From an optimization exercise on the open Yosys and OpenROAD flow, aimed at small area and a short achievable clock period; shortcuts taken in it are not production practice.
The RTL was checked by simulation tests, not by an equivalence proof against the original design.
Power figures rest on the tool's default switching activity, not on a simulated workload.

## JK
==> flow/design.v (excerpt) <==
module tru_top
(
   input  logic        clk,
   input  logic        rst_n_i,
   input  logic        tab_wr_en_i,
   input  logic [3:0]  tab_wr_fid_i,
   input  logic [1:0]  tab_wr_sub_i,
   input  logic        tab_wr_valid_i,
   input  logic [7:0]  tab_wr_pattern_mask_i,
   input  logic [7:0]  tab_wr_pattern_match_i,
   input  logic [7:0]  tab_wr_ports_mask_i,
   input  logic [7:0]  tab_wr_ports_egress_i,
   input  logic [7:0]  tab_wr_ports_ingress_i,
   input  logic        req_valid_i,
   input  logic [3:0]  req_fid_i,
   input  logic [2:0]  req_port_i,
   input  logic [7:0]  ep_status_i,
   input  logic [7:0]  pass_all_i,
   output logic        resp_valid_o,
   output logic        resp_drop_o,
   output logic [2:0]  resp_port_o,
   output logic [7:0]  resp_port_mask_o
);
clock: 5.0 ns
lec_check: 0
cap_margin: 20
core_margin: 2
core_utilization: 60
cts_cluster_diameter: 100
cts_cluster_size: 30
setup_slack_margin: 2.4
slew_margin: 20
synth_hierarchical: 1
run.sh (not shown) runs the stock make flow with config.mk's settings and CLKGATE_MAP_FILE= SYNTH_SCRIPT=/design/flow/synth_recipe.tcl, a recipe that flattens the netlist after the stock synthesis.
JK did not stop at any stage, and its layout met the timing, DRC and antenna checks.
Changes in MS relative to JK:
--- a/flow/config.mk
+++ b/flow/config.mk
@@ -11,5 +11,5 @@
 export CTS_CLUSTER_DIAMETER = 100
 export CTS_CLUSTER_SIZE = 30
-export SETUP_SLACK_MARGIN = 2.4
+export SETUP_SLACK_MARGIN = 2.7
 export SLEW_MARGIN = 20
 export SYNTH_HIERARCHICAL = 1
## What came out
Pin count of the biggest net entering global routing: JK and MS compared, higher one is MS. Relative to JK, final setup slack of the worst path has decreased by 0.069 ns in MS. Of MS and JK, it is MS that has the higher relative area of non-clock buffer cells in the final design. Going from JK to MS, post-route standard cell area excluding fillers increased about 7.5%, buffer count excluding the clock tree in the final layout increased 235, via count of the routed design increased 2858. As of MS, total power had risen slightly compared to JK.
## Diff of input files: AL against MS
--- a/flow/config.mk
+++ b/flow/config.mk
@@ -9,7 +9,8 @@
 export CORE_MARGIN = 2
 export CORE_UTILIZATION = 60
-export CTS_CLUSTER_DIAMETER = 100
-export CTS_CLUSTER_SIZE = 30
-export SETUP_SLACK_MARGIN = 2.7
+export CTS_CLUSTER_DIAMETER = 90
+export CTS_CLUSTER_SIZE = 25
+export SETUP_SLACK_MARGIN = 2.4
 export SLEW_MARGIN = 20
 export SYNTH_HIERARCHICAL = 1
+export TNS_END_PERCENT = 5
[summary]
- Total of fill cells in the finished design: lower on MS
- AL: combinational group share of total power is 2.1 points lower than what MS reported.
- Side by side, via count of the first global-routing pass turned out lower in AL than in MS.
- Reported for MS and AL, count of sequential standard cells turned out identical to the last digit.
- AL against MS: setup slack of the critical path after layout increased by 0.10 ns relative to the old numbers; clock transition at the registers of the reported paths about even.
- AL gives more maximum clock frequency than MS did.
- Lower critical path's largest stage delay was reported by AL, not MS.
- Looking at slowest cell on the critical path, the sky130_fd_sc_hd__o21ai_1 result is from MS; the sky130_fd_sc_hd__nor2_4 one comes from AL.
- Per the comparison of AL with MS, core utilization went down by 6.0 points; cell area after placement went down by 0.84%.
Edits applied to the flow inputs when going from AL to TR:
--- a/flow/config.mk
+++ b/flow/config.mk
@@ -11,5 +11,5 @@
 export CTS_CLUSTER_DIAMETER = 90
 export CTS_CLUSTER_SIZE = 25
-export SETUP_SLACK_MARGIN = 2.4
+export SETUP_SLACK_MARGIN = 2.3
 export SLEW_MARGIN = 20
 export SYNTH_HIERARCHICAL = 1
### Flow results
- Taking AL as the reference, in TR design area shrank by 0.80%, first-pass GRT wire length was more or less identical, post-route minimum period went up by 0.30 ns, wire length per cell decreased by 0.40 µm relative to the old numbers.
- Compared with AL, TR shows a lower number of antenna violations at the first check in global routing.
- TR packs its core looser than AL.
- Relative area of clock buffers and inverters in the final design: AL vs TR, no meaningful difference
- Global-route usage essentially unchanged between TR and AL.
Here is what was changed in the inputs of PW compared with TR.
--- a/flow/config.mk
+++ b/flow/config.mk
@@ -11,5 +11,5 @@
 export CTS_CLUSTER_DIAMETER = 90
 export CTS_CLUSTER_SIZE = 25
-export SETUP_SLACK_MARGIN = 2.3
+export SETUP_SLACK_MARGIN = 2.5
 export SLEW_MARGIN = 20
 export SYNTH_HIERARCHICAL = 1
- Per the comparison of PW with TR, met2 wire length went up by 0.96%, shortest period the worst path allows lost 0.30 ns, combinational power increased about 7%, placed instance count closely matched the old numbers, fraction of the cycle the final worst path needs dropped 6.0 points.
- Relative to TR, final cell area excluding filler cells has increased by 1.6% in PW.
- Between PW and TR, the power in the clock group is lower for PW.
- Taking TR as the reference, in PW fraction of layout instances using a drive strength above 1 went up, routed wire length shows an increase of about 2.3%.

==> re-timing with driven ports <==
No port has a modelled driver above. Below, the same layouts with a new extraction and two added sets of constraints.
Step 1 sets driving cells, clkbuf_16 on the clock port and buf_2 on the other inputs (assumed; they add their load-dependent delay and slew).
Step 2 also shifts input and output timing later by t, the mid clock arrival at the registers, as if the neighbouring blocks saw the same clock.
Three values: ideal ports, drivers, drivers and shift; two values: the first two.
run | t, ns | setup WS [ns] | worst hold slack (ns) | worst setup path after step 2 | worst register clock-pin slew, ns
JK | 0.799 | 2.186 / 2.186 / 1.621 | 0.462 / 0.462 / 0.462 | input to register | 0.12 / 0.12
MS | 0.780 | 2.116 / 2.116 / 1.539 | 0.454 / 0.454 / 0.454 | input to register | 0.12 / 0.12
AL | 0.798 | 2.218 / 2.252 / 1.477 | 0.458 / 0.458 / 0.458 | input to register | 0.11 / 0.11
TR | 0.798 | 1.920 / 1.972 / 1.174 | 0.459 / 0.459 / 0.459 | input to register | 0.11 / 0.11
PW | 0.795 | 2.222 / 2.222 / 1.460 | 0.451 / 0.451 / 0.451 | input to register | 0.11 / 0.11
After both steps every run listed still meets setup and hold. For PW, which loses most, drivers alone change the setup slack by 0.000 ns; drivers and shift together by -0.762 ns.
